What follows belongs to an exercise in optimizing a design on an open flow for small area, a short achievable clock period and few clock cycles; a production flow would make more cautious choices.
Where RTL was checked, it was by simulation tests only, not by an equivalence proof against the original.
Function not checked in runs 1, 2, 4 and 5: the RTL went through the layout flow alone.
Power is estimated from default activity; no workload was simulated.

### config.mk
export PLATFORM = sky130hd
export DESIGN_NAME = segment_allocator_with_compaction_unit
export DESIGN_NICKNAME = segment_allocator_with_compaction_unit
export VERILOG_FILES = /design/flow/design.v
export SDC_FILE = /design/flow/constraint.sdc
export NUM_CORES = 4
export LEC_CHECK = 0
export CAP_MARGIN = 20
export CORE_MARGIN = 2
export CORE_UTILIZATION = 40
export SETUP_SLACK_MARGIN = 2.5
export SLEW_MARGIN = 20
### constraint.sdc
create_clock -name core_clock -period 6.0 [get_ports {clk}]
set_input_delay 1.2000 -clock core_clock [delete_from_list [all_inputs] [get_ports {clk}]]
set_output_delay 1.2000 -clock core_clock [all_outputs]
set_load 0.01 [all_outputs]
### design.v
package sacu_pkg;
    localparam logic [2:0] KIND_ALLOC   = 3'd0;
    localparam logic [2:0] KIND_FREE    = 3'd1;
    localparam logic [2:0] KIND_COMPACT = 3'd2;
    localparam logic [2:0] KIND_WRITE   = 3'd3;
    localparam logic [2:0] KIND_READ    = 3'd4;
    localparam logic [2:0] ST_OK       = 3'd0;
    localparam logic [2:0] ST_OOM      = 3'd1;
    localparam logic [2:0] ST_FULL     = 3'd2;
    localparam logic [2:0] ST_NOTFOUND = 3'd3;
    localparam logic [2:0] ST_BAD      = 3'd4;
endpackage
import sacu_pkg::*;
module segment_allocator_with_compaction_unit (
    input  logic        clk,
    input  logic        rst_n,
    input  logic        s_tvalid,
    output logic        s_tready,
    input  logic [23:0] s_tdata,    
    output logic        m_tvalid,
    input  logic        m_tready,
    output logic [23:0] m_tdata     
);
    function automatic logic [31:0] pfx_or(input logic [31:0] v);
        logic [31:0] r;
        r = v;
        r = r | (r << 1);
        r = r | (r << 2);
        r = r | (r << 4);
        r = r | (r << 8);
        r = r | (r << 16);
        pfx_or = r;
    endfunction
    function automatic logic [32:0] therm(input logic [5:0] t);
        for (int q = 0; q < 33; q++)
            therm[q] = (6'(q) < t);
    endfunction
    typedef struct packed {
        logic       k_alloc;
        logic       k_free;
        logic       k_comp;
        logic       k_write;
        logic       k_read;
        logic       sz_zero;
        logic       sz_big;    
        logic [5:0] sz;
        logic [4:0] m;         
        logic [4:0] a;
        logic [7:0] wd;
    } req_t;
    logic        q0_full, q1_full;
    req_t        q0, q1;
    logic        o0_full, o1_full;
    logic [16:0] o0, o1;       
    logic [7:0]  mem [32];
    logic [31:0] seg_s;
    logic [31:0] seg_f;
    logic [5:0]  top;
    logic [32:0] below;
    logic [4:0]  cnt;
    req_t       din;           
    logic [5:0] din_m;
    always_comb
    begin
        din_m       = s_tdata[8:3] - 6'd1;
        din.k_alloc = (s_tdata[2:0] == KIND_ALLOC);
        din.k_free  = (s_tdata[2:0] == KIND_FREE);
        din.k_comp  = (s_tdata[2:0] == KIND_COMPACT);
        din.k_write = (s_tdata[2:0] == KIND_WRITE);
        din.k_read  = (s_tdata[2:0] == KIND_READ);
        din.sz_zero = (s_tdata[8:3] == 6'd0);
        din.sz_big  = din_m[5];
        din.sz      = s_tdata[8:3];
        din.m       = din_m[4:0];
        din.a       = s_tdata[13:9];
        din.wd      = s_tdata[21:14];
    end
    logic [31:0] hot_top;      
    logic [31:0] hot_a;        
    logic [31:0] ge_a;         
    always_comb
    begin
        for (int p = 0; p < 32; p++)
        begin
            hot_top[p] = below[p] ^ (p == 0 ? 1'b1 : below[p == 0 ? 0 : p - 1]);
            hot_a[p]   = (5'(p) == q0.a);
            ge_a[p]    = (5'(p) >= q0.a);
        end
    end
    logic        fits;
    logic        can_append;
    logic [32:0] cont;         
    logic [31:0] a1, a2, a4, a8, a16;
    logic [31:0] r0, r1, r2, r3, r4, r5;
    logic [31:0] match;
    logic [31:0] ge_match;
    logic [31:0] first;
    logic        hit;
    logic [4:0]  hit_pos;
    assign fits       = (7'(top) + 7'(q0.sz)) <= 7'd32;
    assign can_append = fits && !cnt[4];
    always_comb
    begin
        cont = {1'b0, ~seg_s & below[31:0]};
        a1  = cont[32:1];
        a2  = a1 & (a1 >> 1);
        a4  = a2 & (a2 >> 2);
        a8  = a4 & (a4 >> 4);
        a16 = a8 & (a8 >> 8);
        r0 = ~cont[32:1];
        r1 = q0.m[0] ? (a1  & (r0 >> 1))  : r0;
        r2 = q0.m[1] ? (a2  & (r1 >> 2))  : r1;
        r3 = q0.m[2] ? (a4  & (r2 >> 4))  : r2;
        r4 = q0.m[3] ? (a8  & (r3 >> 8))  : r3;
        r5 = q0.m[4] ? (a16 & (r4 >> 16)) : r4;
        match    = q0.sz_big ? 32'd0 : (seg_s & seg_f & r5);
        ge_match = pfx_or(match);
        first    = match & ~(ge_match << 1);
        hit      = ge_match[31];
        hit_pos  = '0;
        for (int p = 0; p < 32; p++)
            if (first[p]) hit_pos = hit_pos | 5'(p);
    end
    logic        found;
    logic [31:0] free_mask;
    assign found     = |(seg_s & hot_a);
    assign free_mask = ge_a & ~pfx_or(seg_s & (ge_a << 1)) & below[31:0];
    logic [31:0] ge_f;
    logic [31:0] low_hot;
    logic [31:0] shift;
    logic        any_f;
    logic [4:0]  n_seg;
    always_comb
    begin
        ge_f    = pfx_or(seg_f);
        any_f   = |seg_f;
        low_hot = seg_f & ~(ge_f << 1);
        shift   = ge_f & below[31:0];
        n_seg   = '0;
        for (int p = 0; p < 32; p++)
            n_seg = n_seg + 5'(seg_s[p]);
    end
    logic        go;           
    logic        done;         
    logic        op_append, op_reuse, op_free, op_write, op_step, op_cend;
    logic [2:0]  res_st;
    logic [5:0]  res_ra;
    logic [7:0]  res_rd;
    assign go = q0_full && !o1_full;
    always_comb
    begin
        op_append = go && q0.k_alloc && !q0.sz_zero && can_append;
        op_reuse  = go && q0.k_alloc && !q0.sz_zero && !can_append && hit;
        op_free   = go && q0.k_free && found;
        op_write  = go && q0.k_write;
        op_step   = go && q0.k_comp;
        op_cend   = go && q0.k_comp && !any_f;
        done      = go && !(q0.k_comp && any_f);
        res_st = ST_BAD;
        res_ra = '0;
        res_rd = '0;
        if (q0.k_alloc && !q0.sz_zero)
        begin
            if (can_append)
            begin
                res_st = ST_OK;
                res_ra = top;
            end
            else if (hit)
            begin
                res_st = ST_OK;
                res_ra = 6'(hit_pos);
            end
            else
                res_st = fits ? ST_FULL : ST_OOM;
        end
        if (q0.k_free)
            res_st = found ? ST_OK : ST_NOTFOUND;
        if (q0.k_comp)
        begin
            res_st = ST_OK;
            res_ra = top;
        end
        if (q0.k_write)
            res_st = ST_OK;
        if (q0.k_read)
        begin
            res_st = ST_OK;
            for (int p = 0; p < 32; p++)
                res_rd = res_rd | (mem[p] & {8{hot_a[p]}});
        end
    end
    logic take;
    assign s_tready = !q1_full;
    assign take     = s_tvalid && !q1_full;
    always_ff @(posedge clk or negedge rst_n)
    begin
        if (!rst_n)
        begin
            q0_full <= 1'b0;
            q1_full <= 1'b0;
            o0_full <= 1'b0;
            o1_full <= 1'b0;
        end
        else
        begin
            if (!q0_full || done)
            begin
                q0_full <= q1_full || take;
                q1_full <= 1'b0;
            end
            else if (take)
                q1_full <= 1'b1;
            if (!o0_full || m_tready)
            begin
                o0_full <= o1_full || done;
                o1_full <= 1'b0;
            end
            else if (done)
                o1_full <= 1'b1;
        end
    end
    always_ff @(posedge clk)
    begin
        if (!q0_full || done)
            q0 <= q1_full ? q1 : din;
        if (!q1_full)
            q1 <= din;
        if (!o0_full || m_tready)
            o0 <= o1_full ? o1 : {res_rd, res_ra, res_st};
        if (!o1_full)
            o1 <= {res_rd, res_ra, res_st};
    end
    assign m_tvalid = o0_full;
    assign m_tdata  = {7'd0, o0};
    logic [31:0] m_we, m_sh, m_keep;
    always_comb
    begin
        for (int p = 0; p < 32; p++)
        begin
            m_we[p]   = op_write && hot_a[p];
            m_sh[p]   = op_step && shift[p] && below[p + 1];
            m_keep[p] = !(m_we[p] || (op_step && shift[p]) || (op_free && free_mask[p]));
        end
    end
    always_ff @(posedge clk or negedge rst_n)
    begin
        if (!rst_n)
        begin
            for (int p = 0; p < 32; p++)
                mem[p] <= 8'd0;
        end
        else
        begin
            for (int p = 0; p < 32; p++)
                mem[p] <= ({8{m_we[p]}} & q0.wd)
                        | ({8{m_sh[p]}} & ((p < 31) ? mem[p < 31 ? p + 1 : p] : 8'd0))
                        | ({8{m_keep[p]}} & mem[p]);
        end
    end
    logic [5:0] top_next;
    always_comb
    begin
        top_next = top;
        if (op_append)
            top_next = top + q0.sz;
        if (op_step && any_f)
            top_next = top - 6'd1;
    end
    always_ff @(posedge clk or negedge rst_n)
    begin
        if (!rst_n)
        begin
            seg_s <= '0;
            seg_f <= '0;
            top   <= '0;
            below <= '0;
            cnt   <= '0;
        end
        else
        begin
            for (int p = 0; p < 32; p++)
            begin
                if (op_append && hot_top[p])
                    seg_s[p] <= 1'b1;
                else if (op_step && shift[p])
                    seg_s[p] <= (p < 31) ? ((low_hot[p] || seg_s[p < 31 ? p + 1 : p]) && below[p + 1]) : 1'b0;
                if (op_free && hot_a[p])
                    seg_f[p] <= 1'b1;
                else if (op_reuse && first[p])
                    seg_f[p] <= 1'b0;
                else if (op_step && shift[p])
                    seg_f[p] <= (p < 31) ? ((low_hot[p] && !seg_s[p < 31 ? p + 1 : p]) || seg_f[p < 31 ? p + 1 : p]) && below[p + 1] : 1'b0;
            end
            top   <= top_next;
            below <= therm(top_next);
            if (op_append)
                cnt <= cnt + 5'd1;
            if (op_cend)
                cnt <= n_seg;
        end
    end
endmodule
### run.sh
#!/bin/bash
# synth_recipe.tcl (not shown) runs the flow's synth.tcl, then flattens the netlist and writes it again
# the make line also repeats each setting of config.mk as NAME=value (left out here)
make -C /OpenROAD-flow-scripts/flow DESIGN_CONFIG=/design/flow/config.mk WORK_HOME=/design/flow/orfs CLKGATE_MAP_FILE= SYNTH_SCRIPT=/design/flow/synth_recipe.tcl finish
==> qor.csv, run 1 <==
stage;metric;value;unit
run_status;result of the run;timing/DRC/antenna clean;
worst_setup_path;Crit. End Element;register;
yosys;Syn Area/Cell;8.90;sq um
timing;Max Slew Vio Count;0;
placed_design;Buffers on Ports;44;
placed_design;Placer Congestion;1.09;
floorplan;die area;73500;sq um
detailed_routing;length of the first detailed-routing pass in iterations;11;
yosys;number of warnings printed during yosys synthesis;2;
detailed_routing;DRC violation count after routing;0;
yosys;EDFF count, synth;48;
placed_design;HPWL reported at the end of detailed placement;106000;um
timing;Hold Fails Final Rpt;0;
cts;number of buffers created by CTS;54;
cts;Max clock buf depth;3;
floorplan;Horiz. Die Dim;271;um
yosys;cells taking the most area after synthesis;sky130_fd_sc_hd__dfrtp_1, sky130_fd_sc_hd__a222oi_1, sky130_fd_sc_hd__edfxtp_1;
cts;master cell of the clock root buffer;sky130_fd_sc_hd__clkbuf_16;
power;cell leakage power;16.7;nW
worst_setup_path;cell repeated most along the worst path;sky130_fd_sc_hd__fa_1;
global_routing;vias in the first global route;29000;
timing;portion of the clock cycle consumed by the worst path in the final layout;81.6;%
yosys;number of standard cells after synthesis;3204;
cts;count of clock tree sinks;462;
final_layout;final core utilization;53.1;%
worst_setup_path;CP Class;register to register;
worst_setup_path;arrival time at the worst endpoint;5.46;ns
yosys;cell type contributing the most total cell area after synthesis;sky130_fd_sc_hd__dfrtp_1;
detailed_routing;drt initial violations;5951;
yosys;Most used DFF post-synth;sky130_fd_sc_hd__dfrtp_1;
yosys;post-synth top area share;32.1;%
timing;Setup Skew;0.0141;ns
detailed_routing;antenna-violating nets left;0;
cts;htree depth;2;
timing;max frequency;0.204;GHz
worst_setup_path;cell with the largest stage delay on the worst path;sky130_fd_sc_hd__dfrtp_1;
detailed_routing;routed length per placed instance;33.5;um
yosys;sequential fraction of the synthesis area;40.5;%
final_layout;net count reported at finish;3526;
yosys;Synth Cell Area;28500;sq um
worst_setup_path;highest net fanout along the worst path;8;
detailed_routing;final WL;149000;um
floorplan;Placement Rows;97;
timing;final critical-path required period;4.90;ns
timing;transition time of the tightest slew-check pin;1.24;ns
detailed_routing;via density per instance;7.01;
worst_setup_path;worst endpoint required time;6.56;ns
worst_setup_path;delay of the slowest critical-path stage;0.58;ns
detailed_routing;DR vias;31100;
yosys;count of cell types in the netlist;104;
timing;aggregate negative setup slack;0;ns
worst_setup_path;worst-path cell chain;fa_1, fa_1, inv_1, fa_1, fa_1, fa_1, fa_2, inv_2, ha_4, inv_2, fa_2, inv_1, a21o_1, a21oi_2, xnor2_2, nand2_1, o21ai_1;
run;Max Cap Viol;0;
worst_setup_path;type of origin of the critical path;register;
global_routing;pin count of the biggest net entering global routing;127;
worst_setup_path;family of cells with the greatest summed delay on the critical path;adder cells;
worst_setup_path;Buf/Inv on CP;4;
final_layout;Area growth syn-to-layout;30.8;%
cts;Worst-Skew Late Latency;0.63;ns
final_layout;most common cell after layout, fill and taps aside;sky130_fd_sc_hd__dfrtp_1;
floorplan;core area;70300;sq um
cts;CTS clock-pin slew for the worst setup and hold paths;0.06;ns
yosys;number of register bits inferred by synthesis;462;
global_routing;global-route wire length before repair;209000;um
power;peak supply drop;701;uV
floorplan;initial core utilization;40.6;%
floorplan;IO Pins;54;
global_routing;Total Routing Usage GR;38.7;%
global_routing;antenna violations before repair;5;
timing;Slew Limit Headroom;16.9;%
cts;TritonCTS clock tree;yes;
timing;Final Setup Violations;0;
power;Power Density;656;nW/um^2
placed_design;total instance count after detailed placement;4091;
final_layout;leading cell types in the layout, fill and taps excluded;sky130_fd_sc_hd__dfrtp_1, sky130_fd_sc_hd__inv_1, sky130_fd_sc_hd__nand2_1;
worst_hold_path;worst min-delay path category;register to register;
timing;RSZ-0062 raised after global routing;true;
final_layout;ratio of cells with drive above 1 in the final layout;26.3;%
global_routing;residual overflow from global routing;0;
final_layout;final std cells w/o fill;4443;
yosys;FFs w/ async S/R, synth;79.2;%
floorplan;vertical extent of the die;271;um
## worst register-to-register path: stages, from the launching register on
cell and delay (ns):
sky130_fd_sc_hd__dfrtp_1 0.58, sky130_fd_sc_hd__fa_1 0.54, sky130_fd_sc_hd__fa_1 0.50, sky130_fd_sc_hd__inv_1 0.05, sky130_fd_sc_hd__fa_1 0.52, sky130_fd_sc_hd__fa_1 0.43, sky130_fd_sc_hd__fa_1 0.52, sky130_fd_sc_hd__fa_2 0.47
sky130_fd_sc_hd__inv_2 0.08, sky130_fd_sc_hd__ha_4 0.13, sky130_fd_sc_hd__inv_2 0.04, sky130_fd_sc_hd__fa_2 0.33, sky130_fd_sc_hd__inv_1 0.06, sky130_fd_sc_hd__a21o_1 0.12, sky130_fd_sc_hd__a21oi_2 0.07, sky130_fd_sc_hd__xnor2_2 0.23
sky130_fd_sc_hd__nand2_1 0.09, sky130_fd_sc_hd__o21ai_1 0.07
## worst paths after layout
| kind | endpoint | slack (ns) | from | depth (start not counted) |
|---|---|---|---|---|
| worst min register to register | q1[26]$_DFF_P_ | 0.45 | q1[26]$_DFF_P_ | 2 |
| min in group asynchronous | cnt[1]$_DFFE_PN0P_ | 0.58 | rst_n | 1 |
| worst min-delay path | q1[26]$_DFF_P_ | 0.45 | q1[26]$_DFF_P_ | 2 |
| worst max-delay path | cnt[4]$_DFFE_PN0P_ | 1.10 | seg_s[15]$_DFFE_PN0P_ | 17 |
| max in group asynchronous | seg_f[2]$_DFFE_PN0P_ | 3.97 | rst_n | 2 |
| worst max register to register | cnt[4]$_DFFE_PN0P_ | 1.10 | seg_s[15]$_DFFE_PN0P_ | 17 |
## per-stage QoR
step | instance area (sq um) | total power [W] | setup WS (ns) | hold WS [ns]
after floorplan | 28700 | 0.0117 | 1.47 | 0.417
after global placement | 30300 | 0.0164 | 0.895 | 0.445
after detailed placement | 30300 | 0.0165 | 0.847 | 0.440
after CTS | 35700 | 0.0227 | 1.11 | 0.453
after global routing | 37300 | 0.0252 | 0.974 | 0.468
final | 37300 | 0.0245 | 1.10 | 0.448
## synth_stat cells, types with 50 or more instances
| cell type | number |
|---|---|
| sky130_fd_sc_hd__nand2_1 | 310 |
| sky130_fd_sc_hd__buf_2 | 50 |
| sky130_fd_sc_hd__nor2_1 | 245 |
| sky130_fd_sc_hd__dfrtp_1 | 366 |
| sky130_fd_sc_hd__a21oi_1 | 97 |
| sky130_fd_sc_hd__nand2b_1 | 51 |
| sky130_fd_sc_hd__o21ai_0 | 153 |
| sky130_fd_sc_hd__a222oi_1 | 219 |
| sky130_fd_sc_hd__nor3_1 | 92 |
| sky130_fd_sc_hd__a22oi_1 | 55 |
| sky130_fd_sc_hd__nand3_1 | 92 |
| sky130_fd_sc_hd__clkbuf_1 | 139 |
| sky130_fd_sc_hd__a22o_1 | 70 |
| sky130_fd_sc_hd__a221oi_1 | 61 |
| sky130_fd_sc_hd__inv_1 | 299 |
## area by class of cell
class                   instances  area (sq um)
clock inverters                25           408
diodes                          2          5.00
multi-input cells            2220         17200
inverters                     303          1170
clock buffers                  76          1520
well taps                     940          1180
fillers                      6374         33000
repair buffers                415          4220
flip-flops and latches        462         11600
## power breakdown
group          switching [W]  internal [W]
Sequential           0.00136       0.00415
Clock                0.00144       0.00217
Combinational        0.00948       0.00588
## flip-flops by register name (all words and copies together), names as in the netlist
name and count:
mem 256, seg_f 32, seg_s 32, below 31, q0 31, q1 31
o0 17, o1 17, top 6, cnt 5, o0_full 1, o1_full 1
q0_full 1, q1_full 1
## cell families after synthesis
family,Yosys count,synth area share [%]
AOI/OAI and AO/OA,988,27.2
xor gates and xnor gates,42,1.29
adders and majority gates,42,2.50
buffers and inverters,531,7.53
DFF,462,40.5
muxes,27,1.03
other,1,0.0131
and+or+nand+nor,1111,20.0
## repair_timing
item / 4_1_cts / 5_1_grt
buffers inserted: 165 / 65
gates resized for setup: 458 / 198
hold buffers: 0 / 0
pin swaps: 142 / 225
gates cloned: 12 / 5
endpoints found under the setup margin: 400 / 375
## routing by layer
metal,vias to the layer above,track usage [%],routed length (um)
met5,-,0,234
met3,410,15.7,22800
met4,8,9.89,4560
met1,15600,54.4,60300
met2,2432,54.8,60900
li1,12700,-,-
==> inputs of run 2 (changes only) <==
--- a/config.mk
+++ b/config.mk
@@ -10,3 +10,2 @@
 export CORE_UTILIZATION = 40
-export SETUP_SLACK_MARGIN = 2.5
 export SLEW_MARGIN = 20
==> qor.csv, run 2 <==
stage;metric;value;unit;change
power;peak supply drop;872;uV;was 701 uV
yosys;Synth Cell Area;28500;sq um;unchanged
yosys;EDFF count, synth;48;;unchanged
global_routing;antenna violations before repair;6;;was 5
placed_design;Placer Congestion;1.04;;was 1.09
yosys;number of register bits inferred by synthesis;462;;unchanged
timing;Slew Limit Headroom;14.0;%;was 16.9%
cts;CTS clock-pin slew for the worst setup and hold paths;0.06;ns;about the same
floorplan;Placement Rows;97;;unchanged
yosys;number of warnings printed during yosys synthesis;2;;unchanged
detailed_routing;uppermost layer routed;met5;;unchanged
final_layout;final std cells w/o fill;4222;;was 4443
placed_design;Buffers on Ports;44;;unchanged
power;total power draw;0.0204;W;was 0.0245 W
global_routing;vias in the first global route;27200;;was 29000
placed_design;area after detailed placement;30500;sq um;was 30300 sq um
cts;Max clock buf depth;3;;unchanged
timing;transition time of the tightest slew-check pin;1.28;ns;was 1.24 ns
power;Power Density;631;nW/um^2;was 656 nW/um^2
yosys;cell type contributing the most total cell area after synthesis;sky130_fd_sc_hd__dfrtp_1;;unchanged
global_routing;global-route wire length before repair;203000;um;was 209000 um
floorplan;die area;73500;sq um;unchanged
detailed_routing;final WL;144000;um;was 149000 um
yosys;most instantiated library cell after synthesis;sky130_fd_sc_hd__dfrtp_1;;unchanged
yosys;count of cell types in the netlist;104;;unchanged
final_layout;number of filler cells placed in the layout;6705;;was 6374
detailed_routing;drt initial violations;5790;;was 5951
worst_setup_path;arrival time at the worst endpoint;5.69;ns;was 5.46 ns
cts;htree depth;2;;unchanged
yosys;leading post-synthesis cells by instance count;sky130_fd_sc_hd__dfrtp_1, sky130_fd_sc_hd__nand2_1, sky130_fd_sc_hd__inv_1, sky130_fd_sc_hd__nor2_1, sky130_fd_sc_hd__a222oi_1;;unchanged
worst_setup_path;worst endpoint required time;6.35;ns;was 6.56 ns
placed_design;HPWL reported at the end of detailed placement;111000;um;was 106000 um
yosys;Syn Area/Cell;8.90;sq um;unchanged
worst_setup_path;CP Class;register to register;;unchanged
power;cell leakage power;14.8;nW;was 16.7 nW
final_layout;most common cell after layout, fill and taps aside;sky130_fd_sc_hd__dfrtp_1;;unchanged
final_layout;Non-Filler Cell Area, Final;32300;sq um;was 37300 sq um
final_layout;ratio of cells with drive above 1 in the final layout;10.2;%;was 26.3%
worst_setup_path;type of origin of the critical path;register;;unchanged
timing;RSZ-0062 raised after global routing;false;;was true
global_routing;Total Routing Usage GR;38.1;%;was 38.7%
final_layout;number of flip-flops in the largest register;256;;unchanged
yosys;FFs w/ async S/R, synth;79.2;%;unchanged
worst_setup_path;highest net fanout along the worst path;33;;was 8
final_layout;total area of sequential cells;11600;sq um;about the same
detailed_routing;length of the first detailed-routing pass in iterations;13;;was 11
timing;portion of the clock cycle consumed by the worst path in the final layout;89.0;%;was 81.6%
cts;TritonCTS clock tree;yes;;unchanged
final_layout;total area of multi-input combinational cells;14900;sq um;was 17200 sq um
detailed_routing;routed length per placed instance;34.0;um;was 33.5 um
timing;aggregate negative setup slack;0;ns;unchanged
floorplan;Horiz. Die Dim;271;um;unchanged
floorplan;initial core utilization;40.6;%;unchanged
yosys;Most used DFF post-synth;sky130_fd_sc_hd__dfrtp_1;;unchanged
timing;final critical-path required period;5.34;ns;was 4.90 ns
final_layout;Biggest register;mem;;unchanged
detailed_routing;wire length on met1;62800;um;was 60300 um
detailed_routing;amount of wire on met3 after detailed routing;20000;um;was 22800 um
run_status;result of the run;timing/DRC/antenna clean;;unchanged
cts;count of clock tree sinks;462;;unchanged
worst_setup_path;Crit. End Element;register;;unchanged
cts;post-CTS setup buffer count;0;;was 165
final_layout;Area growth syn-to-layout;13.3;%;was 30.8%
yosys;number of standard cells after synthesis;3204;;unchanged
detailed_routing;DR vias;29400;;was 31100
placed_design;total instance count after detailed placement;4121;;was 4091
floorplan;IO Pins;54;;unchanged
worst_hold_path;worst min-delay path category;input pin to async pin;;was register to register
timing;Max Slew Vio Count;0;;unchanged
yosys;sequential fraction of the synthesis area;40.5;%;unchanged
yosys;post-synth top area share;32.1;%;unchanged
cts;number of buffers created by CTS;53;;was 54
final_layout;largest registers ranked by flip-flop count;mem x256, seg_f x32, seg_s x32;;unchanged
detailed_routing;DRC violation count after routing;0;;unchanged
detailed_routing;met2 wirelength from detailed routing;57900;um;was 60900 um
timing;Setup Skew;0.0226;ns;was 0.0141 ns
floorplan;vertical extent of the die;271;um;unchanged
cts;Worst-Skew Late Latency;0.64;ns;was 0.63 ns
run;Max Cap Viol;0;;unchanged
global_routing;residual overflow from global routing;0;;unchanged
timing;Hold Fails Final Rpt;0;;unchanged
floorplan;core area;70300;sq um;unchanged
global_routing;pin count of the biggest net entering global routing;158;;was 127
cts;CTS resizes;0;;was 458
timing;max frequency;0.187;GHz;was 0.204 GHz
cts;hold-fix buffer count after cts;0;;unchanged
final_layout;leading cell types in the layout, fill and taps excluded;sky130_fd_sc_hd__dfrtp_1, sky130_fd_sc_hd__nand2_1, sky130_fd_sc_hd__inv_1;;was sky130_fd_sc_hd__dfrtp_1, sky130_fd_sc_hd__inv_1, sky130_fd_sc_hd__nand2_1
detailed_routing;via density per instance;6.97;;was 7.01
cts;master cell of the clock root buffer;sky130_fd_sc_hd__clkbuf_16;;unchanged
yosys;cells taking the most area after synthesis;sky130_fd_sc_hd__dfrtp_1, sky130_fd_sc_hd__a222oi_1, sky130_fd_sc_hd__edfxtp_1;;unchanged
detailed_routing;antenna-violating nets left;0;;unchanged
final_layout;net count reported at finish;3308;;was 3526
timing;Final Setup Violations;0;;unchanged
## run 2: per-stage QoR
stage	util (%)	setup WS (ns)	hold slack (ns)
after global placement	43.3	0.799	0.447
after detailed placement	43.3	0.785	0.441
after floorplan	-	0.907	0.417
final	46.0	0.659	0.456
after global routing	46.0	0.486	0.482
after CTS	45.9	0.780	0.463
## run 2: final timing paths
path	start	endpoint	slack [ns]	cells after the start
worst max-delay path	q0[14]$_DFFE_PN_	o0[3]$_DFFE_PN_	0.66	12
worst min-delay path	rst_n	q1_full$_DFFE_PN0P_	0.46	1
worst max register to register	q0[14]$_DFFE_PN_	o0[3]$_DFFE_PN_	0.66	12
worst min register to register	o1[2]$_DFF_P_	o1[2]$_DFF_P_	0.46	2
max in group asynchronous	rst_n	mem[3][4]$_DFF_PN0_	4.24	2
min in group core_clock	o1[2]$_DFF_P_	o1[2]$_DFF_P_	0.46	2
## run 2: logic make-up after synthesis
| group | after synthesis | share of synthesized area, % |
|---|---|---|
| AO/OA/AOI/OAI | 988 | 27.2 |
| XOR/XNOR | 42 | 1.29 |
| adder cells (fa/ha/maj) | 42 | 2.50 |
| buffers and inverters | 531 | 7.53 |
| flip-flops | 462 | 40.5 |
| multiplexers | 27 | 1.03 |
| other | 1 | 0.0131 |
| AND/OR/NAND/NOR | 1111 | 20.0 |
## run 2: report_power, final
group	internal (W)	total (W)	switching, W
registers	0.00414	0.00554	0.00140
clock network	0.00198	0.00340	0.00143
logic	0.00358	0.0115	0.00788
total	0.00970	0.0204	0.0107
## run 2: layer usage
layer / track usage, % / up-vias
met4: 6.94 / 6
met3: 14.1 / 224
met5: 0.526 / -
met2: 53.0 / 2079
li1: - / 12300
met1: 56.1 / 14900
## run 2: area by class of cell
class / instances / area share (%)
well taps: 940 / 3.64
multi-input cells: 2217 / 46.2
clock buffers: 70 / 4.52
diodes: 2 / 0.0155
inverters: 303 / 3.52
flip-flops and latches: 462 / 35.8
repair buffers: 201 / 5.30
clock inverters: 27 / 1.04
## run 2: worst max-delay path, stage by stage (launching register included)
cell and delay (ns):
sky130_fd_sc_hd__edfxtp_1 0.70, sky130_fd_sc_hd__buf_4 0.46, sky130_fd_sc_hd__nand2b_1 0.49, sky130_fd_sc_hd__nor3_1 0.10
sky130_fd_sc_hd__a221oi_1 0.72, sky130_fd_sc_hd__a211oi_1 0.21, sky130_fd_sc_hd__o22ai_1 0.23, sky130_fd_sc_hd__o41a_1 0.31
sky130_fd_sc_hd__nand3_1 0.25, sky130_fd_sc_hd__or3_1 0.43, sky130_fd_sc_hd__buf_4 0.18, sky130_fd_sc_hd__or4_4 0.46
sky130_fd_sc_hd__a41oi_1 0.49
==> inputs of run 3 (changes only) <==
--- a/design.v
+++ b/design.v
@@ -44,5 +44,3 @@
         logic       sz_zero;
-        logic       sz_big;    
-        logic [5:0] sz;
-        logic [4:0] m;         
+        logic [5:0] m;         
         logic [4:0] a;
@@ -51,3 +49,8 @@
     logic        q0_full, q1_full;
-    req_t        q0, q1;
+    req_t        q0;
+    logic [21:0] q1;
+    logic        r_full;       
+    logic        r_search;     
+    logic        r_fits;
+    logic [31:0] r_data;       
     logic        o0_full, o1_full;
@@ -60,18 +63,16 @@
     logic [4:0]  cnt;
-    req_t       din;           
-    logic [5:0] din_m;
+    logic [21:0] q_in;         
+    req_t        din;
     always_comb
     begin
-        din_m       = s_tdata[8:3] - 6'd1;
-        din.k_alloc = (s_tdata[2:0] == KIND_ALLOC);
-        din.k_free  = (s_tdata[2:0] == KIND_FREE);
-        din.k_comp  = (s_tdata[2:0] == KIND_COMPACT);
-        din.k_write = (s_tdata[2:0] == KIND_WRITE);
-        din.k_read  = (s_tdata[2:0] == KIND_READ);
-        din.sz_zero = (s_tdata[8:3] == 6'd0);
-        din.sz_big  = din_m[5];
-        din.sz      = s_tdata[8:3];
-        din.m       = din_m[4:0];
-        din.a       = s_tdata[13:9];
-        din.wd      = s_tdata[21:14];
+        q_in        = q1_full ? q1 : s_tdata[21:0];
+        din.k_alloc = (q_in[2:0] == KIND_ALLOC);
+        din.k_free  = (q_in[2:0] == KIND_FREE);
+        din.k_comp  = (q_in[2:0] == KIND_COMPACT);
+        din.k_write = (q_in[2:0] == KIND_WRITE);
+        din.k_read  = (q_in[2:0] == KIND_READ);
+        din.sz_zero = (q_in[8:3] == 6'd0);
+        din.m       = q_in[8:3] - 6'd1;
+        din.a       = q_in[13:9];
+        din.wd      = q_in[21:14];
     end
@@ -95,7 +96,3 @@
     logic [31:0] match;
-    logic [31:0] ge_match;
-    logic [31:0] first;
-    logic        hit;
-    logic [4:0]  hit_pos;
-    assign fits       = (7'(top) + 7'(q0.sz)) <= 7'd32;
+    assign fits       = (7'(top) + 7'(q0.m)) <= 7'd31;
     assign can_append = fits && !cnt[4];
@@ -115,9 +112,3 @@
         r5 = q0.m[4] ? (a16 & (r4 >> 16)) : r4;
-        match    = q0.sz_big ? 32'd0 : (seg_s & seg_f & r5);
-        ge_match = pfx_or(match);
-        first    = match & ~(ge_match << 1);
-        hit      = ge_match[31];
-        hit_pos  = '0;
-        for (int p = 0; p < 32; p++)
-            if (first[p]) hit_pos = hit_pos | 5'(p);
+        match = q0.m[5] ? 32'd0 : (seg_s & seg_f & r5);
     end
@@ -131,16 +122,17 @@
     logic        any_f;
-    logic [4:0]  n_seg;
+    logic        seg_gone;     
     always_comb
     begin
-        ge_f    = pfx_or(seg_f);
-        any_f   = |seg_f;
-        low_hot = seg_f & ~(ge_f << 1);
-        shift   = ge_f & below[31:0];
-        n_seg   = '0;
-        for (int p = 0; p < 32; p++)
-            n_seg = n_seg + 5'(seg_s[p]);
+        ge_f     = pfx_or(seg_f);
+        any_f    = |seg_f;
+        low_hot  = seg_f & ~(ge_f << 1);
+        shift    = ge_f & below[31:0];
+        seg_gone = |(low_hot & ({1'b1, seg_s[31:1]} | ~below[32:1]));
     end
+    logic        r_move;       
+    logic        r_clear;      
+    logic        stall;
     logic        go;           
     logic        done;         
-    logic        op_append, op_reuse, op_free, op_write, op_step, op_cend;
+    logic        op_append, op_free, op_write, op_step;
     logic [2:0]  res_st;
@@ -148,7 +140,10 @@
     logic [7:0]  res_rd;
-    assign go = q0_full && !o1_full;
+    logic        x_search;
+    assign r_move = r_full && !o1_full;
+    assign stall  = r_full && r_search && (|r_data) && (q0.k_alloc || q0.k_comp);
+    assign go     = q0_full && (!r_full || !o1_full) && !stall;
     always_comb
     begin
+        x_search  = q0.k_alloc && !q0.sz_zero && !can_append;
         op_append = go && q0.k_alloc && !q0.sz_zero && can_append;
-        op_reuse  = go && q0.k_alloc && !q0.sz_zero && !can_append && hit;
         op_free   = go && q0.k_free && found;
@@ -156,3 +151,2 @@
         op_step   = go && q0.k_comp;
-        op_cend   = go && q0.k_comp && !any_f;
         done      = go && !(q0.k_comp && any_f);
@@ -161,16 +155,6 @@
         res_rd = '0;
-        if (q0.k_alloc && !q0.sz_zero)
+        if (q0.k_alloc && !q0.sz_zero && can_append)
         begin
-            if (can_append)
-            begin
-                res_st = ST_OK;
-                res_ra = top;
-            end
-            else if (hit)
-            begin
-                res_st = ST_OK;
-                res_ra = 6'(hit_pos);
-            end
-            else
-                res_st = fits ? ST_FULL : ST_OOM;
+            res_st = ST_OK;
+            res_ra = top;
         end
@@ -192,2 +176,26 @@
     end
+    logic [31:0] ge_match;
+    logic [31:0] first;
+    logic        hit;
+    logic [4:0]  hit_pos;
+    logic [16:0] res;
+    always_comb
+    begin
+        ge_match = pfx_or(r_data);
+        first    = r_data & ~(ge_match << 1);
+        hit      = ge_match[31];
+        hit_pos  = '0;
+        for (int p = 0; p < 32; p++)
+            if (first[p]) hit_pos = hit_pos | 5'(p);
+        if (r_search)
+        begin
+            if (hit)
+                res = {8'd0, 1'b0, hit_pos, ST_OK};
+            else
+                res = {8'd0, 6'd0, r_fits ? ST_FULL : ST_OOM};
+        end
+        else
+            res = r_data[16:0];
+    end
+    assign r_clear = r_move && r_search && hit;
     logic take;
@@ -201,2 +209,3 @@
             q1_full <= 1'b0;
+            r_full  <= 1'b0;
             o0_full <= 1'b0;
@@ -213,8 +222,12 @@
                 q1_full <= 1'b1;
+            if (done)
+                r_full <= 1'b1;
+            else if (r_move)
+                r_full <= 1'b0;
             if (!o0_full || m_tready)
             begin
-                o0_full <= o1_full || done;
+                o0_full <= o1_full || r_move;
                 o1_full <= 1'b0;
             end
-            else if (done)
+            else if (r_move)
                 o1_full <= 1'b1;
@@ -225,9 +238,15 @@
         if (!q0_full || done)
-            q0 <= q1_full ? q1 : din;
+            q0 <= din;
         if (!q1_full)
-            q1 <= din;
+            q1 <= s_tdata[21:0];
+        if (done)
+        begin
+            r_search <= x_search;
+            r_fits   <= fits;
+            r_data   <= x_search ? match : {15'd0, res_rd, res_ra, res_st};
+        end
         if (!o0_full || m_tready)
-            o0 <= o1_full ? o1 : {res_rd, res_ra, res_st};
+            o0 <= o1_full ? o1 : res;
         if (!o1_full)
-            o1 <= {res_rd, res_ra, res_st};
+            o1 <= res;
     end
@@ -265,3 +284,3 @@
         if (op_append)
-            top_next = top + q0.sz;
+            top_next = top + q0.m + 6'd1;
         if (op_step && any_f)
@@ -289,3 +308,3 @@
                     seg_f[p] <= 1'b1;
-                else if (op_reuse && first[p])
+                else if (r_clear && first[p])
                     seg_f[p] <= 1'b0;
@@ -298,4 +317,4 @@
                 cnt <= cnt + 5'd1;
-            if (op_cend)
-                cnt <= n_seg;
+            if (op_step && seg_gone)
+                cnt <= cnt - 5'd1;
         end
--- a/config.mk
+++ b/config.mk
@@ -10,2 +10,3 @@
 export CORE_UTILIZATION = 40
+export SETUP_SLACK_MARGIN = 3.0
 export SLEW_MARGIN = 20
==> qor.csv, run 3 <==
stage;metric;value;unit;change
final_layout;number of filler cells placed in the layout;6202;;was 6705
final_layout;Non-Filler Cell Area, Final;39300;sq um;was 32300 sq um
yosys;combinational family with the most area after synthesis;compound AO/OA/AOI/OAI gates;;unchanged
cts;Max clock buf depth;3;;unchanged
yosys;count of cell types in the netlist;96;;was 104
worst_hold_path;worst min-delay path category;register to register;;was input pin to async pin
yosys;leading post-synthesis cells by instance count;sky130_fd_sc_hd__dfrtp_1, sky130_fd_sc_hd__nor2_1, sky130_fd_sc_hd__nand2_1, sky130_fd_sc_hd__o21ai_0, sky130_fd_sc_hd__a22o_1;;was sky130_fd_sc_hd__dfrtp_1, sky130_fd_sc_hd__nand2_1, sky130_fd_sc_hd__inv_1, sky130_fd_sc_hd__nor2_1, sky130_fd_sc_hd__a222oi_1
power;Power Density;653;nW/um^2;was 631 nW/um^2
yosys;cells taking the most area after synthesis;sky130_fd_sc_hd__dfrtp_1, sky130_fd_sc_hd__edfxtp_1, sky130_fd_sc_hd__a22o_1;;was sky130_fd_sc_hd__dfrtp_1, sky130_fd_sc_hd__a222oi_1, sky130_fd_sc_hd__edfxtp_1
worst_setup_path;worst endpoint required time;6.51;ns;was 6.35 ns
global_routing;global-route wire length before repair;209000;um;was 203000 um
global_routing;Total Routing Usage GR;39.1;%;was 38.1%
yosys;Syn Area/Cell;9.19;sq um;was 8.90 sq um
timing;Max Slew Vio Count;0;;unchanged
placed_design;area after detailed placement;30300;sq um;was 30500 sq um
cts;Worst-Skew Late Latency;0.65;ns;was 0.64 ns
worst_setup_path;highest net fanout along the worst path;8;;was 33
cts;master cell of the clock root buffer;sky130_fd_sc_hd__clkbuf_16;;unchanged
timing;Hold Fails Final Rpt;0;;unchanged
detailed_routing;via density per instance;7.00;;was 6.97
yosys;Most used DFF post-synth;sky130_fd_sc_hd__dfrtp_1;;unchanged
timing;RSZ-0062 raised after global routing;true;;was false
cts;number of buffers created by CTS;55;;was 53
yosys;number of warnings printed during yosys synthesis;2;;unchanged
yosys;multiplexer fraction of the synthesized cell area;2.11;%;was 1.03%
detailed_routing;routed length per placed instance;34.6;um;was 34.0 um
worst_setup_path;type of origin of the critical path;register;;unchanged
cts;CTS clock-pin slew for the worst setup and hold paths;0.07;ns;was 0.06 ns
yosys;adder-cell share of the synthesized area;0.779;%;was 2.50%
worst_setup_path;arrival time at the worst endpoint;3.95;ns;was 5.69 ns
global_routing;antenna violations before repair;9;;was 6
floorplan;Placement Rows;98;;was 97
cts;TritonCTS clock tree;yes;;unchanged
detailed_routing;DRC violation count after routing;0;;unchanged
final_layout;most common cell after layout, fill and taps aside;sky130_fd_sc_hd__dfrtp_1;;unchanged
worst_setup_path;r2r startpoint;r_data[0]$_DFFE_PP_;;was q0[14]$_DFFE_PN_
timing;max frequency;0.291;GHz;was 0.187 GHz
timing;Slew Limit Headroom;35.9;%;was 14.0%
placed_design;Buffers on Ports;44;;unchanged
yosys;number of register bits inferred by synthesis;482;;was 462
detailed_routing;final WL;152000;um;was 144000 um
power;peak supply drop;442;uV;was 872 uV
detailed_routing;length of the first detailed-routing pass in iterations;7;;was 13
floorplan;die area;73600;sq um;was 73500 sq um
yosys;sequential fraction of the synthesis area;42.9;%;was 40.5%
floorplan;vertical extent of the die;271;um;about the same
cts;count of clock tree sinks;482;;was 462
worst_setup_path;Crit. End Element;register;;unchanged
floorplan;IO Pins;54;;unchanged
timing;minimum setup slack in the final design;2.57;ns;was 0.659 ns
yosys;post-synth top area share;32.1;%;about the same
final_layout;total area of sequential cells;12300;sq um;was 11600 sq um
timing;transition time of the tightest slew-check pin;0.962;ns;was 1.28 ns
yosys;area fraction in compound gates after synthesis;30.4;%;was 27.2%
detailed_routing;DR vias;30800;;was 29400
final_layout;Biggest register;mem;;unchanged
run;Max Cap Viol;0;;unchanged
power;cell leakage power;16.6;nW;was 14.8 nW
timing;final critical-path required period;3.43;ns;was 5.34 ns
timing;Setup Skew;0.0344;ns;was 0.0226 ns
final_layout;net count reported at finish;3447;;was 3308
final_layout;leading cell types in the layout, fill and taps excluded;sky130_fd_sc_hd__dfrtp_1, sky130_fd_sc_hd__buf_4, sky130_fd_sc_hd__nand2_1;;was sky130_fd_sc_hd__dfrtp_1, sky130_fd_sc_hd__nand2_1, sky130_fd_sc_hd__inv_1
timing;worst-case hold slack;0.455;ns;was 0.456 ns
yosys;number of standard cells after synthesis;3108;;was 3204
global_routing;vias in the first global route;28200;;was 27200
final_layout;Area growth syn-to-layout;37.5;%;was 13.3%
run_status;result of the run;timing/DRC/antenna clean;;unchanged
yosys;most instantiated library cell after synthesis;sky130_fd_sc_hd__dfrtp_1;;unchanged
worst_setup_path;first element of the critical path;r_data[0]$_DFFE_PP_;;was q0[14]$_DFFE_PN_
placed_design;setup slack after placement;1.37;ns;was 0.785 ns
floorplan;core area;71100;sq um;was 70300 sq um
placed_design;HPWL reported at the end of detailed placement;107000;um;was 111000 um
final_layout;total area of multi-input combinational cells;18700;sq um;was 14900 sq um
worst_hold_path;critical hold path startpoint;o1[7]$_DFF_P_;;
cts;htree depth;2;;unchanged
timing;aggregate negative setup slack;0;ns;unchanged
yosys;cell type contributing the most total cell area after synthesis;sky130_fd_sc_hd__dfrtp_1;;unchanged
yosys;FFs w/ async S/R, synth;76.1;%;was 79.2%
floorplan;initial core utilization;40.2;%;was 40.6%
global_routing;residual overflow from global routing;0;;unchanged
yosys;Synth Cell Area;28600;sq um;was 28500 sq um
floorplan;Horiz. Die Dim;271;um;about the same
timing;portion of the clock cycle consumed by the worst path in the final layout;57.2;%;was 89.0%
detailed_routing;antenna-violating nets left;0;;unchanged
final_layout;ratio of cells with drive above 1 in the final layout;32.7;%;was 10.2%
cts;hold-fix buffer count after cts;0;;unchanged
final_layout;number of flip-flops in the largest register;256;;unchanged
yosys;xor/xnor share of the synthesized area;1.26;%;was 1.29%
yosys;EDFF count, synth;76;;was 48
worst_setup_path;CP Class;register to register;;unchanged
yosys;Post-Synth Simple-Gate Area;17.7;%;was 20.0%
placed_design;Placer Congestion;1.06;;was 1.04
detailed_routing;drt initial violations;5324;;was 5790
global_routing;pin count of the biggest net entering global routing;110;;was 158
timing;Final Setup Violations;0;;unchanged
run 3: area by class of cell:
cell class | count | share of cell area [%]
multi-input combinational | 2291 | 47.7
timing repair inverter | 1 | 0.0191
inverter | 140 | 1.40
clock buffer | 69 | 3.87
sequential | 482 | 31.4
clock inverter | 35 | 0.946
tap | 950 | 3.03
antenna | 1 | 0.00637
timing repair buffer | 432 | 11.6
run 3: repair_timing:
| item | in CTS | in global routing |
|---|---|---|
| pin swaps | 172 | 169 |
| gates resized for setup | 626 | 408 |
| setup endpoints to repair | 465 | 429 |
| gates cloned | 8 | 7 |
| setup buffers | 168 | 109 |
run 3: per-stage QoR:
step | utilization [%] | std cells | total power, W
4_1_cts | 51.3 | 4284 | 0.0229
2_1_floorplan | - | 3114 | 0.0119
3_3_place_gp | 42.6 | 4004 | 0.0161
3_5_place_dp | 42.6 | 4004 | 0.0163
5_1_grt | 55.2 | 4400 | 0.0263
6_report | 55.2 | 4401 | 0.0257
run 3: worst paths after layout:
check / to / slack, ns / depth (start not counted)
hold reg to reg: o1[7]$_DFF_P_ / 0.46 / 2
setup / recovery: mem[9][4]$_DFF_PN0_ / 2.57 / 8
setup reg to reg: mem[9][4]$_DFF_PN0_ / 2.57 / 8
hold / removal: o1[7]$_DFF_P_ / 0.46 / 2
max in group asynchronous: mem[6][0]$_DFF_PN0_ / 3.92 / 2
min in group asynchronous: mem[10][2]$_DFF_PN0_ / 0.64 / 1
run 3: layer usage:
layer	share of wire, %	vias to the layer above	routed length (um)	global-route usage, %
met5	0.086	-	131	0
li1	-	12600	-	-
met4	4.1	8	6210	11.7
met1	40	15500	61400	55.4
met3	14	424	21800	14.6
met2	41	2336	62700	55.4
run 3: cell families (layout without fill, tap and decap cells):
kind of cell,Yosys count,count (layout)
compound gates,1175,1176
simple gates,990,996
flops,482,482
buf+inv,348,677
mux,55,55
xor+xnor,41,41
fa+ha+maj,16,16
other cells,1,8
run 3: worst max-delay path, cell delays in order (launching register included):
cell and delay, ns:
sky130_fd_sc_hd__edfxtp_1 0.61, sky130_fd_sc_hd__nor4_4 0.36, sky130_fd_sc_hd__and3_2 0.35, sky130_fd_sc_hd__and4_4 0.38
sky130_fd_sc_hd__nor2_4 0.09, sky130_fd_sc_hd__a211o_4 0.43, sky130_fd_sc_hd__or3b_4 0.48, sky130_fd_sc_hd__o311a_4 0.39
sky130_fd_sc_hd__a21o_1 0.18
run 3: where the power goes:
| part | total, W | switching, W | internal, W |
|---|---|---|---|
| registers | 0.00701 | 0.00222 | 0.00479 |
| clock network | 0.00356 | 0.00153 | 0.00203 |
| logic | 0.0151 | 0.00919 | 0.00590 |
| total | 0.0257 | 0.0129 | 0.0127 |
Testbench counts of run 3, summed over its fixed seeds: cycles 16,880.
==> inputs of run 4 (changes only) <==
--- a/design.v
+++ b/design.v
@@ -54,5 +54,6 @@
     logic        r_fits;
+    logic        r_hit;        
     logic [31:0] r_data;       
-    logic        o0_full, o1_full;
-    logic [16:0] o0, o1;       
+    logic        o0_full;
+    logic [16:0] o0;           
     logic [7:0]  mem [32];
@@ -141,5 +142,5 @@
     logic        x_search;
-    assign r_move = r_full && !o1_full;
-    assign stall  = r_full && r_search && (|r_data) && (q0.k_alloc || q0.k_comp);
-    assign go     = q0_full && (!r_full || !o1_full) && !stall;
+    assign r_move = r_full && (!o0_full || m_tready);
+    assign stall  = r_full && r_search && r_hit && (q0.k_alloc || q0.k_comp);
+    assign go     = q0_full && (!r_full || r_move) && !stall;
     always_comb
@@ -191,3 +192,3 @@
         begin
-            if (hit)
+            if (r_hit)
                 res = {8'd0, 1'b0, hit_pos, ST_OK};
@@ -199,3 +200,3 @@
     end
-    assign r_clear = r_move && r_search && hit;
+    assign r_clear = r_move && r_search && r_hit;
     logic take;
@@ -211,3 +212,2 @@
             o0_full <= 1'b0;
-            o1_full <= 1'b0;
         end
@@ -227,8 +227,3 @@
             if (!o0_full || m_tready)
-            begin
-                o0_full <= o1_full || r_move;
-                o1_full <= 1'b0;
-            end
-            else if (r_move)
-                o1_full <= 1'b1;
+                o0_full <= r_move;
         end
@@ -245,2 +240,3 @@
             r_fits   <= fits;
+            r_hit    <= |match;
             r_data   <= x_search ? match : {15'd0, res_rd, res_ra, res_st};
@@ -248,5 +244,3 @@
         if (!o0_full || m_tready)
-            o0 <= o1_full ? o1 : res;
-        if (!o1_full)
-            o1 <= res;
+            o0 <= res;
     end
==> qor.csv, run 4 <==
stage;metric;value;unit;change
run_status;result of the run;timing/DRC/antenna clean;;unchanged
yosys;count of cell types in the netlist;118;;was 96
yosys;Most used DFF post-synth;sky130_fd_sc_hd__dfrtp_1;;unchanged
timing;minimum setup slack in the final design;2.62;ns;was 2.57 ns
yosys;most instantiated library cell after synthesis;sky130_fd_sc_hd__dfrtp_1;;unchanged
worst_setup_path;Buf/Inv on CP;0;;unchanged
detailed_routing;drt initial violations;5000;;was 5324
timing;portion of the clock cycle consumed by the worst path in the final layout;56.3;%;was 57.2%
timing;final critical-path required period;3.38;ns;was 3.43 ns
yosys;Synth Cell Area;29500;sq um;was 28600 sq um
yosys;Syn Area/Cell;8.95;sq um;was 9.19 sq um
timing;Hold Fails Final Rpt;0;;unchanged
yosys;multiplexer fraction of the synthesized cell area;1.40;%;was 2.11%
yosys;combinational family with the most area after synthesis;compound AO/OA/AOI/OAI gates;;unchanged
global_routing;Global Route met3 Usage;19.3;%;was 14.6%
worst_setup_path;type of origin of the critical path;register;;unchanged
placed_design;setup slack after placement;1.12;ns;was 1.37 ns
worst_setup_path;worst-path cell chain;nor2b_2, nor2_1, o21ai_0, a2bb2oi_1, o22ai_1, a41oi_1, o41ai_2, a21oi_1, nand4_1;;was nor4_4, and3_2, and4_4, nor2_4, a211o_4, or3b_4, o311a_4, a21o_1
yosys;post-synth top area share;31.1;%;was 32.1%
yosys;sequential fraction of the synthesis area;40.4;%;was 42.9%
timing;max frequency;0.296;GHz;was 0.291 GHz
yosys;Post-Synth Simple-Gate Area;22.6;%;was 17.7%
floorplan;initial core utilization;40.4;%;was 40.2%
cts;number of buffers created by CTS;54;;was 55
final_layout;Area growth syn-to-layout;31.3;%;was 37.5%
yosys;cells taking the most area after synthesis;sky130_fd_sc_hd__dfrtp_1, sky130_fd_sc_hd__edfxtp_1, sky130_fd_sc_hd__nand2_1;;was sky130_fd_sc_hd__dfrtp_1, sky130_fd_sc_hd__edfxtp_1, sky130_fd_sc_hd__a22o_1
power;cell leakage power;16.4;nW;was 16.6 nW
timing;Final Setup Violations;0;;unchanged
worst_setup_path;delay of the slowest critical-path stage;0.65;ns;was 0.61 ns
yosys;area fraction in compound gates after synthesis;28.6;%;was 30.4%
yosys;leading post-synthesis cells by instance count;sky130_fd_sc_hd__dfrtp_1, sky130_fd_sc_hd__nand2_1, sky130_fd_sc_hd__nor2_1, sky130_fd_sc_hd__clkbuf_1, sky130_fd_sc_hd__o21ai_0;;was sky130_fd_sc_hd__dfrtp_1, sky130_fd_sc_hd__nor2_1, sky130_fd_sc_hd__nand2_1, sky130_fd_sc_hd__o21ai_0, sky130_fd_sc_hd__a22o_1
global_routing;gr busiest metal;met1;;unchanged
global_routing;antenna violations before repair;13;;was 9
cts;CTS clock-pin slew for the worst setup and hold paths;0.07;ns;about the same
final_layout;ratio of cells with drive above 1 in the final layout;29.0;%;was 32.7%
cts;Max clock buf depth;3;;unchanged
floorplan;Horiz. Die Dim;276;um;was 271 um
detailed_routing;length of the first detailed-routing pass in iterations;9;;was 7
floorplan;die area;75900;sq um;was 73600 sq um
floorplan;vertical extent of the die;276;um;was 271 um
yosys;number of warnings printed during yosys synthesis;2;;unchanged
worst_setup_path;family of cells with the greatest summed delay on the critical path;compound AO/OA/AOI/OAI gates;;was simple AND/OR/NAND/NOR gates
yosys;EDFF count, synth;77;;was 76
worst_setup_path;Crit. End Element;register;;unchanged
placed_design;Placer Congestion;1.06;;about the same
placed_design;HPWL reported at the end of detailed placement;119000;um;was 107000 um
yosys;FFs w/ async S/R, synth;78.7;%;was 76.1%
detailed_routing;DR vias;32200;;was 30800
worst_setup_path;arrival time at the worst endpoint;3.74;ns;was 3.95 ns
worst_hold_path;worst min-delay path category;register to register;;unchanged
power;Power Density;681;nW/um^2;was 653 nW/um^2
floorplan;core area;73000;sq um;was 71100 sq um
power;peak supply drop;457;uV;was 442 uV
global_routing;Global Route met2 Usage;57.5;%;was 55.4%
final_layout;number of flip-flops in the largest register;256;;unchanged
floorplan;Placement Rows;99;;was 98
global_routing;vias in the first global route;29700;;was 28200
timing;transition time of the tightest slew-check pin;1.24;ns;was 0.962 ns
timing;Max Slew Vio Count;0;;unchanged
placed_design;Buffers on Ports;44;;unchanged
worst_setup_path;Crit path depth;9;;was 8
cts;hold-fix buffer count after cts;0;;unchanged
timing;RSZ-0062 raised after global routing;true;;unchanged
worst_setup_path;highest net fanout along the worst path;9;;was 8
worst_hold_path;worst hold path cell count;1;;was 2
run;Max Cap Viol;0;;unchanged
final_layout;Biggest register;mem;;unchanged
final_layout;net count reported at finish;3561;;was 3447
timing;Slew Limit Headroom;17.0;%;was 35.9%
detailed_routing;antenna-violating nets left;0;;unchanged
yosys;adder-cell share of the synthesized area;0.755;%;was 0.779%
final_layout;most common cell after layout, fill and taps aside;sky130_fd_sc_hd__dfrtp_1;;unchanged
yosys;number of register bits inferred by synthesis;465;;was 482
cts;htree depth;2;;unchanged
final_layout;leading cell types in the layout, fill and taps excluded;sky130_fd_sc_hd__dfrtp_1, sky130_fd_sc_hd__nand2_1, sky130_fd_sc_hd__buf_4;;was sky130_fd_sc_hd__dfrtp_1, sky130_fd_sc_hd__buf_4, sky130_fd_sc_hd__nand2_1
global_routing;residual overflow from global routing;0;;unchanged
detailed_routing;DRC violation count after routing;0;;unchanged
worst_setup_path;cell with the largest stage delay on the worst path;sky130_fd_sc_hd__a41oi_1;;was sky130_fd_sc_hd__edfxtp_1
cts;Worst-Skew Late Latency;0.64;ns;was 0.65 ns
timing;Setup Skew;0.0306;ns;was 0.0344 ns
global_routing;global-route wire length before repair;229000;um;was 209000 um
global_routing;pin count of the biggest net entering global routing;139;;was 110
global_routing;met1 demand-to-capacity share in global routing;60.6;%;was 55.4%
detailed_routing;via density per instance;7.11;;was 7.00
yosys;cell type contributing the most total cell area after synthesis;sky130_fd_sc_hd__dfrtp_1;;unchanged
yosys;number of standard cells after synthesis;3296;;was 3108
worst_setup_path;CP Class;register to register;;unchanged
cts;master cell of the clock root buffer;sky130_fd_sc_hd__clkbuf_16;;unchanged
detailed_routing;routed length per placed instance;36.7;um;was 34.6 um
timing;aggregate negative setup slack;0;ns;unchanged
worst_setup_path;number of cells traversed by the worst register-to-register path;9;;was 8
worst_setup_path;worst endpoint required time;6.36;ns;was 6.51 ns
cts;TritonCTS clock tree;yes;;unchanged
yosys;xor/xnor share of the synthesized area;1.19;%;was 1.26%
global_routing;Total Routing Usage GR;42.5;%;was 39.1%
cts;count of clock tree sinks;465;;was 482
detailed_routing;final WL;166000;um;was 152000 um
floorplan;IO Pins;54;;unchanged
run 4: changes by cell type in the layout (fill, tap and decap cells not counted), moves of 36 or more:
| cell | previous run | this run |
|---|---|---|
| sky130_fd_sc_hd__a22o_1 | 182 | 102 |
| sky130_fd_sc_hd__inv_1 | 134 | 89 |
| sky130_fd_sc_hd__nand2_1 | 186 | 290 |
| sky130_fd_sc_hd__a22oi_1 | 159 | 91 |
| sky130_fd_sc_hd__and3_1 | 51 | 127 |
| sky130_fd_sc_hd__o21ai_2 | 83 | 38 |
| sky130_fd_sc_hd__a221o_1 | 36 | 106 |
| sky130_fd_sc_hd__o22ai_1 | 48 | 9 |
| sky130_fd_sc_hd__a32oi_1 | 8 | 58 |
| sky130_fd_sc_hd__a221oi_1 | 15 | 51 |
| sky130_fd_sc_hd__a21o_1 | 144 | 85 |
run 4: logic make-up (layout without fill, tap and decap cells):
group           count (synthesis)  in the layout
other cells                     1             11
mux                            39             39
fa+ha+maj                      16             16
simple gates                 1261           1266
flops                         465            465
xor+xnor                       40             40
compound gates               1104           1106
buf+inv                       370            622
run 4: cell type report:
type                    instances  area (sq um)
flip-flops and latches        465         12000
repair inverters                1          5.00
clock inverters                24           328
clock buffers                  76          1520
fillers                      6576         34200
multi-input cells            2474         18900
repair buffers                415          4270
inverters                     106           457
diodes                          4          10.0
well taps                     959          1200
run 4: final timing paths:
kind                       slack [ns]           startpoint                   end
min in group asynchronous        0.49                rst_n  mem[12][0]$_DFF_PN0_
min reg2reg                      0.47       q1[19]$_DFF_P_        q1[19]$_DFF_P_
min                              0.47       q1[19]$_DFF_P_        q1[19]$_DFF_P_
max                              2.62  below[12]$_DFF_PN0_       r_hit$_DFFE_PP_
max in group asynchronous        4.15                rst_n   below[13]$_DFF_PN0_
max reg2reg                      2.62  below[12]$_DFF_PN0_       r_hit$_DFFE_PP_
run 4: where the power goes:
| group | total (W) | switching, W | leakage [nW] | internal, W |
|---|---|---|---|---|
| clock | 0.00350 | 0.00146 | 0.909 | 0.00204 |
| sequential | 0.00720 | 0.00252 | 5.60 | 0.00468 |
| combinational | 0.0157 | 0.00979 | 9.90 | 0.00587 |
run 4: layer usage:
metal | wire (um) | vias to the layer above
met4 | 5570 | 12
met1 | 68700 | 16200
met3 | 26200 | 375
li1 | - | 13100
met5 | 427 | -
met2 | 65300 | 2422
run 4: repair_timing:
item | in CTS | in global routing
cloned | 11 | 4
pin swaps | 105 | 248
hold endpoints to repair | 0 | 0
buffers inserted | 164 | 97
setup endpoints to repair | 463 | 347
resized for setup | 479 | 343
run 4: metrics by stage:
step	power (W)	instance area [sq um]	hold slack [ns]	utilization, %	instances
finish	0.0264	38700	0.471	53.1	4524
global route	0.0270	38700	0.493	53.1	4523
CTS	0.0238	36500	0.472	50.1	4416
detailed placement	0.0176	31000	0.459	42.5	4141
global placement	0.0175	31000	0.452	42.5	4141
floorplan	0.0126	29600	0.446	-	3302
==> inputs of run 5 (changes only) <==
--- a/config.mk
+++ b/config.mk
@@ -10,3 +10,3 @@
 export CORE_UTILIZATION = 40
-export SETUP_SLACK_MARGIN = 3.0
+export SETUP_SLACK_MARGIN = 2.0
 export SLEW_MARGIN = 20
==> qor.csv, run 5 <==
stage;metric;value;unit;change
run_status;result of the run;timing/DRC/antenna clean;;unchanged
timing;transition time of the tightest slew-check pin;1.30;ns;was 1.24 ns
detailed_routing;via density per instance;7.13;;was 7.11
global_routing;global-route wire length before repair;219000;um;was 229000 um
timing;max frequency;0.244;GHz;was 0.296 GHz
floorplan;die area;75900;sq um;unchanged
worst_setup_path;type of origin of the critical path;register;;unchanged
detailed_routing;drt initial violations;4796;;was 5000
final_layout;Biggest register;mem;;unchanged
placed_design;area after detailed placement;31100;sq um;was 31000 sq um
cts;CTS clock-pin slew for the worst setup and hold paths;0.06;ns;was 0.07 ns
yosys;EDFF count, synth;77;;unchanged
worst_setup_path;cell repeated most along the worst path;sky130_fd_sc_hd__buf_4;;
floorplan;initial core utilization;40.4;%;unchanged
worst_setup_path;R2R Setup Slk;1.89;ns;was 2.62 ns
global_routing;Global Route met2 Usage;54.8;%;was 57.5%
floorplan;Placement Rows;99;;unchanged
global_routing;pin count of the biggest net entering global routing;143;;was 139
yosys;count of cell types in the netlist;118;;unchanged
worst_setup_path;first element of the critical path;q0[11]$_DFFE_PN_;;was below[12]$_DFF_PN0_
timing;Slew Limit Headroom;13.2;%;was 17.0%
final_layout;net count reported at finish;3326;;was 3561
worst_setup_path;worst endpoint required time;6.35;ns;was 6.36 ns
worst_setup_path;cell with the largest stage delay on the worst path;sky130_fd_sc_hd__edfxtp_1;;was sky130_fd_sc_hd__a41oi_1
floorplan;vertical extent of the die;276;um;unchanged
timing;final critical-path required period;4.11;ns;was 3.38 ns
cts;count of clock tree sinks;465;;unchanged
worst_setup_path;Crit. End Element;register;;unchanged
floorplan;IO Pins;54;;unchanged
yosys;cell type contributing the most total cell area after synthesis;sky130_fd_sc_hd__dfrtp_1;;unchanged
power;cell leakage power;14.4;nW;was 16.4 nW
yosys;cells taking the most area after synthesis;sky130_fd_sc_hd__dfrtp_1, sky130_fd_sc_hd__edfxtp_1, sky130_fd_sc_hd__nand2_1;;unchanged
yosys;post-synth top area share;31.1;%;unchanged
global_routing;Total Routing Usage GR;40.5;%;was 42.5%
power;Power Density;667;nW/um^2;was 681 nW/um^2
yosys;most instantiated library cell after synthesis;sky130_fd_sc_hd__dfrtp_1;;unchanged
placed_design;Buffers on Ports;44;;unchanged
worst_hold_path;worst hold path cell count;1;;unchanged
yosys;Most used DFF post-synth;sky130_fd_sc_hd__dfrtp_1;;unchanged
global_routing;Global Route met3 Usage;16.5;%;was 19.3%
worst_setup_path;Buf/Inv on CP;2;;was 0
final_layout;leading cell types in the layout, fill and taps excluded;sky130_fd_sc_hd__dfrtp_1, sky130_fd_sc_hd__nand2_1, sky130_fd_sc_hd__o21ai_0;;was sky130_fd_sc_hd__dfrtp_1, sky130_fd_sc_hd__nand2_1, sky130_fd_sc_hd__buf_4
yosys;number of register bits inferred by synthesis;465;;unchanged
global_routing;met1 demand-to-capacity share in global routing;59.1;%;was 60.6%
timing;Final Setup Violations;0;;unchanged
global_routing;gr busiest metal;met1;;unchanged
global_routing;vias in the first global route;28300;;was 29700
cts;htree depth;2;;unchanged
timing;minimum setup slack in the final design;1.89;ns;was 2.62 ns
cts;number of buffers created by CTS;55;;was 54
cts;master cell of the clock root buffer;sky130_fd_sc_hd__clkbuf_16;;unchanged
detailed_routing;antenna-violating nets left;0;;unchanged
final_layout;number of flip-flops in the largest register;256;;unchanged
timing;Hold Fails Final Rpt;0;;unchanged
final_layout;Non-Filler Cell Area, Final;33600;sq um;was 38700 sq um
detailed_routing;routed length per placed instance;36.5;um;was 36.7 um
final_layout;ratio of cells with drive above 1 in the final layout;12.3;%;was 29.0%
worst_setup_path;r2r startpoint;q0[11]$_DFFE_PN_;;was below[12]$_DFF_PN0_
worst_hold_path;Worst Hold Endpoint;q1[19]$_DFF_P_;;unchanged
run;Max Cap Viol;0;;unchanged
floorplan;core area;73000;sq um;unchanged
timing;Max Slew Vio Count;0;;unchanged
detailed_routing;length of the first detailed-routing pass in iterations;6;;was 9
final_layout;total area of sequential cells;11900;sq um;was 12000 sq um
cts;Worst-Skew Late Latency;0.64;ns;about the same
power;peak supply drop;929;uV;was 457 uV
final_layout;most common cell after layout, fill and taps aside;sky130_fd_sc_hd__dfrtp_1;;unchanged
final_layout;total area of multi-input combinational cells;16500;sq um;was 18900 sq um
worst_setup_path;number of cells traversed by the worst register-to-register path;9;;unchanged
final_layout;number of filler cells placed in the layout;7132;;was 6576
detailed_routing;DRC violation count after routing;0;;unchanged
## run 5: changes by cell type in the layout (fill, tap and decap cells not counted), moves of 21 or more
cell,delta
sky130_fd_sc_hd__nand2_2,-39
sky130_fd_sc_hd__nor2_1,+25
sky130_fd_sc_hd__dfrtp_2,-40
sky130_fd_sc_hd__buf_12,-40
sky130_fd_sc_hd__nand2_1,+49
sky130_fd_sc_hd__buf_6,-58
sky130_fd_sc_hd__buf_4,-110
sky130_fd_sc_hd__dfrtp_1,+47
sky130_fd_sc_hd__o21ai_1,-26
sky130_fd_sc_hd__o21ai_0,+63
sky130_fd_sc_hd__o21ai_2,-31
sky130_fd_sc_hd__nor3_1,+27
sky130_fd_sc_hd__nand2b_1,+21
## run 5: logic make-up after synthesis
kind of cell / Yosys count / synth area share (%)
other: 1 / 0.0127
xor gates and xnor gates: 40 / 1.19
adders and majority gates: 16 / 0.755
and+or+nand+nor: 1261 / 22.6
DFF: 465 / 40.4
buffers and inverters: 370 / 5.10
AOI/OAI and AO/OA: 1104 / 28.6
muxes: 39 / 1.40
## run 5: layout make-up
class / instances / area share (%)
flip-flops and latches: 465 / 35.5
clock buffers: 69 / 4.62
diodes: 6 / 0.0447
repair buffers: 187 / 4.78
clock inverters: 35 / 1.27
inverters: 106 / 1.22
multi-input cells: 2467 / 49.0
well taps: 959 / 3.57
## run 5: report_power, final
group          internal, W  switching, W  leakage (nW)
logic              0.00357       0.00809          7.77
clock network      0.00222       0.00149         0.981
registers          0.00465       0.00239          5.65
## run 5: worst reg2reg max path, stage by stage (launching register included)
cell,delay (ns)
sky130_fd_sc_hd__edfxtp_1,0.59
sky130_fd_sc_hd__buf_4,0.36
sky130_fd_sc_hd__nor2_1,0.27
sky130_fd_sc_hd__and3_1,0.56
sky130_fd_sc_hd__a22o_1,0.33
sky130_fd_sc_hd__a221oi_1,0.56
sky130_fd_sc_hd__nand3_1,0.28
sky130_fd_sc_hd__o311ai_1,0.52
sky130_fd_sc_hd__buf_4,0.27
sky130_fd_sc_hd__o21ai_0,0.09
## run 5: what timing repair did
action / CTS / global route
setup buffers: 4 / 14
resized for setup: 27 / 49
pin swaps: 1 / 5
endpoints found under the setup margin: 203 / 231
## run 5: stage by stage
stage / power, W / cells / util [%] / hold slack, ns
floorplan: 0.0125 / 3302 / - / 0.446
global placement: 0.0175 / 4163 / 42.6 / 0.451
detailed placement: 0.0177 / 4164 / 42.6 / 0.461
CTS: 0.0215 / 4272 / 45.5 / 0.475
global route: 0.0231 / 4288 / 46.0 / 0.491
finish: 0.0224 / 4294 / 46.0 / 0.472
## run 5: how the worst max path moves through the flow
stage,slack (ns),depth (start not counted),to
finish,1.89,9,r_data[15]$_DFFE_PP_
global route,1.80,13,cnt[4]$_DFFE_PN0P_
CTS,1.88,9,r_hit$_DFFE_PP_
detailed placement,1.10,9,mem[27][2]$_DFF_PN0_
global placement,1.20,13,cnt[4]$_DFFE_PN0P_
floorplan,2.63,12,cnt[3]$_DFFE_PN0P_
## run 5: layer usage
layer	up-vias	part of all wire, %	routed length [um]
met3	285	14	22600
met1	15500	43	67500
met4	8	2.9	4600
met5	-	0.034	53
li1	12600	-	-
met2	2169	39	61800

## port drivers added, routing unchanged
In the flow no input, the clock included, has a driving cell. The finished layouts below were timed again as built, in two steps.
Step 1 (the two cells are an assumption about what drives the block):
set clk [get_ports {clk}]
set_driving_cell -lib_cell sky130_fd_sc_hd__clkbuf_16 $clk
set_driving_cell -lib_cell sky130_fd_sc_hd__buf_2 [delete_from_list [all_inputs] $clk]
Step 2 moves the port delays by t, midway between the first and last clock arrival at a register: inputs arrive t later, outputs are due t later. That takes back most of the time a late clock gives input paths.
a / b / c = ideal / step 1 / step 2; a / b = the first two.
| run | shift t [ns] | setup slack, ns | clock arrival spread, ns | worst slew at a driven data input, ns |
|---|---|---|---|---|
| run 1 | 0.692 | 1.102 / 1.102 / 1.102 | 0.014 / 0.015 | 0.05 |
| run 2 | 0.685 | 0.659 / 0.659 / 0.659 | 0.025 / 0.024 | 0.05 |
| run 3 | 0.690 | 2.569 / 2.569 / 2.569 | 0.034 / 0.034 | 0.05 |
| run 4 | 0.698 | 2.619 / 2.619 / 2.283 | 0.032 / 0.032 | 0.05 |
| run 5 | 0.692 | 1.893 / 1.893 / 1.422 | 0.032 / 0.032 | 0.07 |
After both steps setup and hold are still met in every run listed. For run 5, which loses most, drivers alone change the setup slack by 0.000 ns; drivers and shift together by -0.471 ns.
